This design comes from an exercise in tuning for small area, a short achievable clock period and few clock cycles per item on the open sky130 flow, not from production work. The RTL was checked by simulation tests, not by an equivalence proof against the original design.

==> flow/design.v (excerpt) <==
module mesh_router (
  input  logic                   clk,
  input  logic                   reset,
  input  router_pkg::port_mask_t in_valid,
  input  logic [router_pkg::NUM_PORTS*router_pkg::FLIT_W-1:0] in_flit,
  output router_pkg::port_mask_t in_ready,
  output router_pkg::port_mask_t out_valid,
  output logic [router_pkg::NUM_PORTS*router_pkg::FLIT_W-1:0] out_flit,
  input  router_pkg::port_mask_t out_ready
);
Size: ~1,800 cells after synthesis, ~310 flip-flops, about 660 I/O pins, about 17,000 um2 of cells after synthesis.
==> module mesh_router, before the edit <==
module mesh_router (
  input  logic                   clk,
  input  logic                   reset,
  input  router_pkg::port_mask_t in_valid,
  input  logic [router_pkg::NUM_PORTS*router_pkg::FLIT_W-1:0] in_flit,
  output router_pkg::port_mask_t in_ready,
  output router_pkg::port_mask_t out_valid,
  output logic [router_pkg::NUM_PORTS*router_pkg::FLIT_W-1:0] out_flit,
  input  router_pkg::port_mask_t out_ready
);
  localparam int NP = router_pkg::NUM_PORTS;
  localparam int W  = router_pkg::FLIT_W;
  localparam router_pkg::flit_t HX_MASK = router_pkg::flit_t'(4'hf) << router_pkg::HOP_X_LSB;
  localparam router_pkg::flit_t HY_MASK = router_pkg::flit_t'(4'hf) << router_pkg::HOP_Y_LSB;
  localparam router_pkg::flit_t XD_BIT  = router_pkg::flit_t'(1) << router_pkg::X_DIR_BIT;
  localparam router_pkg::flit_t YD_BIT  = router_pkg::flit_t'(1) << router_pkg::Y_DIR_BIT;
  router_pkg::port_mask_t nreq [NP];      
  router_pkg::port_mask_t nroute [NP];    
  router_pkg::port_mask_t out_nreq [NP];  
  router_pkg::port_mask_t out_nroute [NP];
  logic [NP*NP-1:0]       nbeats_v;       
  router_pkg::port_mask_t grant [NP];     
  logic [NP*NP-1:0]       nbeats;
  logic [NP-1:0]          rdy_a;
  logic [NP-1:0]          rdy_b;
  rr_arbiter #(
    .NUM_REQ (NP)
  ) u_pri (
    .clk    (clk),
    .reset  (reset),
    .nbeats (nbeats)
  );
  for (genvar i = 0; i < NP; i++) begin : g_in
    input_port u_in (
      .in_valid (in_valid[i]),
      .in_flit  (in_flit[i*W +: W]),
      .nreq     (nreq[i]),
      .nroute   (nroute[i])
    );
    rt_nor3  u_ra (.a (grant[0][i]), .b (grant[1][i]), .c (grant[2][i]), .y (rdy_a[i]));
    rt_nor2  u_rb (.a (grant[3][i]), .b (grant[4][i]), .y (rdy_b[i]));
    rt_nand2 u_rd (.a (rdy_a[i]), .b (rdy_b[i]), .y (in_ready[i]));
  end
  always_comb begin
    for (int i = 0; i < NP; i++) begin
      for (int j = 0; j < NP; j++) begin
        out_nreq[j][i]   = nreq[i][j];
        out_nroute[j][i] = nroute[i][j];
      end
    end
  end
  for (genvar k = 0; k < NP; k++) begin : g_bv
    for (genvar i = 0; i < NP; i++) begin : g_i
      if (k == i) begin : g_same
        assign nbeats_v[k*NP+i] = 1'b1;
      end else begin : g_other
        rt_nand2 u_bv (.a (~nbeats[k*NP+i]), .b (in_valid[k]), .y (nbeats_v[k*NP+i]));
      end
    end
  end
  for (genvar j = 0; j < NP; j++) begin : g_out
    localparam bit IS_X = (j == router_pkg::PORT_LEFT || j == router_pkg::PORT_RIGHT);
    localparam bit IS_Y = (j == router_pkg::PORT_UP   || j == router_pkg::PORT_DOWN);
    localparam router_pkg::flit_t C_MASK = IS_X ? XD_BIT : IS_Y ? (YD_BIT | HX_MASK) : (HX_MASK | HY_MASK);
    localparam router_pkg::flit_t C_VAL  = (j == router_pkg::PORT_LEFT) ? XD_BIT :
                                           (j == router_pkg::PORT_DOWN) ? YD_BIT : '0;
    output_port #(
      .NUM_REQ    (NP),
      .DEC_LSB    (IS_X ? router_pkg::HOP_X_LSB : IS_Y ? router_pkg::HOP_Y_LSB : -1),
      .CONST_MASK (C_MASK),
      .CONST_VAL  (C_VAL)
    ) u_out (
      .clk       (clk),
      .reset     (reset),
      .nreq      (out_nreq[j]),
      .nroute    (out_nroute[j]),
      .nbeats    (nbeats_v),
      .flits     (in_flit),
      .grant     (grant[j]),
      .out_valid (out_valid[j]),
      .out_flit  (out_flit[j*W +: W]),
      .out_ready (out_ready[j])
    );
  end
endmodule
export LEC_CHECK = 0
export CAP_MARGIN = 20
export CORE_MARGIN = 2
export CORE_UTILIZATION = 50
export CTS_BUF_LIST = sky130_fd_sc_hd__clkbuf_8 sky130_fd_sc_hd__clkbuf_16
export CTS_CLUSTER_DIAMETER = 80
export CTS_CLUSTER_SIZE = 20
export SETUP_SLACK_MARGIN = 1.5
export SLEW_MARGIN = 20
create_clock -name core_clock -period 5.0 [get_ports {clk}]
standard.sh (not shown) runs the stock make flow with config.mk's settings and CLKGATE_MAP_FILE= SYNTH_SCRIPT=/design/flow/synth_recipe.tcl, a recipe that flattens the netlist after the stock synthesis.
==> flow/flow/run.sh <==
#!/bin/bash
# Layout flow: the standard synthesis script with two changes to the
# technology mapping only (registers are untouched):
#  - the output-register bit cells (flit_buffer, flit_aoi) and the single
#    gates of the request and grant netlist (rt_*) are kept as modules
#    through ABC and mapped on their own, then flattened as usual;
#  - the rest is mapped with ABC's classic load-aware "map" instead of "&nf".
# Then the standard layout, with plain buffers on the ports.
set -euo pipefail
W=$PWD
export SYNTH_KEEP_MODULES="flit_buffer flit_aoi rt_inv rt_nand2 rt_nor2 rt_nand3 rt_nor3 rt_nand4 rt_a21oi rt_nor4 rt_o22ai"
export DP_ABC_SCRIPT=$W/flow/abc_bit.script
export MY_ABC_SCRIPT=$W/flow/abc_map.script
export BUFFER_PORTS_ARGS="-buffer_cell sky130_fd_sc_hd__buf_1"
# standard.sh's own make call, for the synth target, with this flow's script
sed -e "s#SYNTH_SCRIPT=[^ ]*#SYNTH_SCRIPT=$W/flow/synth.tcl#" \
    -e 's#"${@:-finish}"#synth#' standard.sh > own_synth.sh
bash own_synth.sh > synth.log 2>&1
bash standard.sh finish > finish.log 2>&1
==> flow/flow/abc_bit.script <==
&get -n
&st
&nf -a
&put
==> flow/flow/abc_map.script <==
strash
dch
map -D 1000
topo
stime -c
dnsize -c -D 1000
==> flow/flow/synth.tcl <==
# synth_recipe.tcl, with the abc call split: the kept bit-cell modules get
# their own mapping script (each maps to a single gate), the rest gets this flow's mapping script
proc abc {args} {
  set i [lsearch -exact $args -script]
  set a_bit $args
  set a_top $args
  lset a_bit [expr {$i + 1}] $::env(DP_ABC_SCRIPT)
  lset a_top [expr {$i + 1}] $::env(MY_ABC_SCRIPT)
  yosys abc {*}$a_bit {*}$::env(SYNTH_KEEP_MODULES)
  yosys abc {*}$a_top mesh_router
}
source [file join [file dirname [file dirname [file normalize [info script]]]] synth_recipe.tcl]
Testbench counts at the start, summed over its fixed seeds: cycles 2,947, flits 8,000.
Next try:
--- a/flow/design.v
+++ b/flow/design.v
@@ -241,10 +241,11 @@
   logic [NP*NP-1:0]       nbeats_v;       
   router_pkg::port_mask_t grant [NP];     
   logic [NP*NP-1:0]       nbeats;
   logic [NP-1:0]          rdy_a;
   logic [NP-1:0]          rdy_b;
+  logic [NP-1:0]          rdy_c;
   rr_arbiter #(
     .NUM_REQ (NP)
   ) u_pri (
     .clk    (clk),
     .reset  (reset),
@@ -255,13 +256,14 @@
       .in_valid (in_valid[i]),
       .in_flit  (in_flit[i*W +: W]),
       .nreq     (nreq[i]),
       .nroute   (nroute[i])
     );
-    rt_nor3  u_ra (.a (grant[0][i]), .b (grant[1][i]), .c (grant[2][i]), .y (rdy_a[i]));
-    rt_nor2  u_rb (.a (grant[3][i]), .b (grant[4][i]), .y (rdy_b[i]));
-    rt_nand2 u_rd (.a (rdy_a[i]), .b (rdy_b[i]), .y (in_ready[i]));
+    rt_nor2  u_ra (.a (grant[0][i]), .b (grant[1][i]), .y (rdy_a[i]));
+    rt_nor2  u_rb (.a (grant[2][i]), .b (grant[3][i]), .y (rdy_b[i]));
+    rt_inv   u_rc (.a (grant[4][i]), .y (rdy_c[i]));
+    rt_nand3 u_rd (.a (rdy_a[i]), .b (rdy_b[i]), .c (rdy_c[i]), .y (in_ready[i]));
   end
   always_comb begin
     for (int i = 0; i < NP; i++) begin
       for (int j = 0; j < NP; j++) begin
         out_nreq[j][i]   = nreq[i][j];
After rerunning: Setup slack improved by 52 ps. Global-route usage rose by 0.69 points. Hold slack degrades by 10 ps. Final area barely changes. Critical path depth goes up by 2. Register-to-register slack gets worse by 150 ps. Count of clock-buffer cells in the layout does not change.
Testbench counts after the change, summed over its fixed seeds: cycles 2,947, flits 8,000.

re-timing with driven ports:
How much do the figures lean on ideal ports? The routed layouts below were timed once more, with nothing changed but the port constraints. Step 1 assumes that a clkbuf_16 drives the clock port and a buf_2 every other input. Step 2 times the ports against the registers' clock, not the clock port: input delays grow and output delays shrink by t, the midpoint of the rising clock arrivals with the driver on. a / b / c = ideal ports / drivers / drivers and shift; a / b = the first two.
run	shift t [ns]	setup WS [ns]	worst slew at a driven data input, ns
the first run	0.590	1.451 / 1.424 / 1.424	0.14
the second run	0.597	1.504 / 1.475 / 1.265	0.13
After both steps setup and hold are still met in every run listed. For the second run, which loses most, drivers alone change the setup slack by -0.029 ns; drivers and shift together by -0.239 ns.
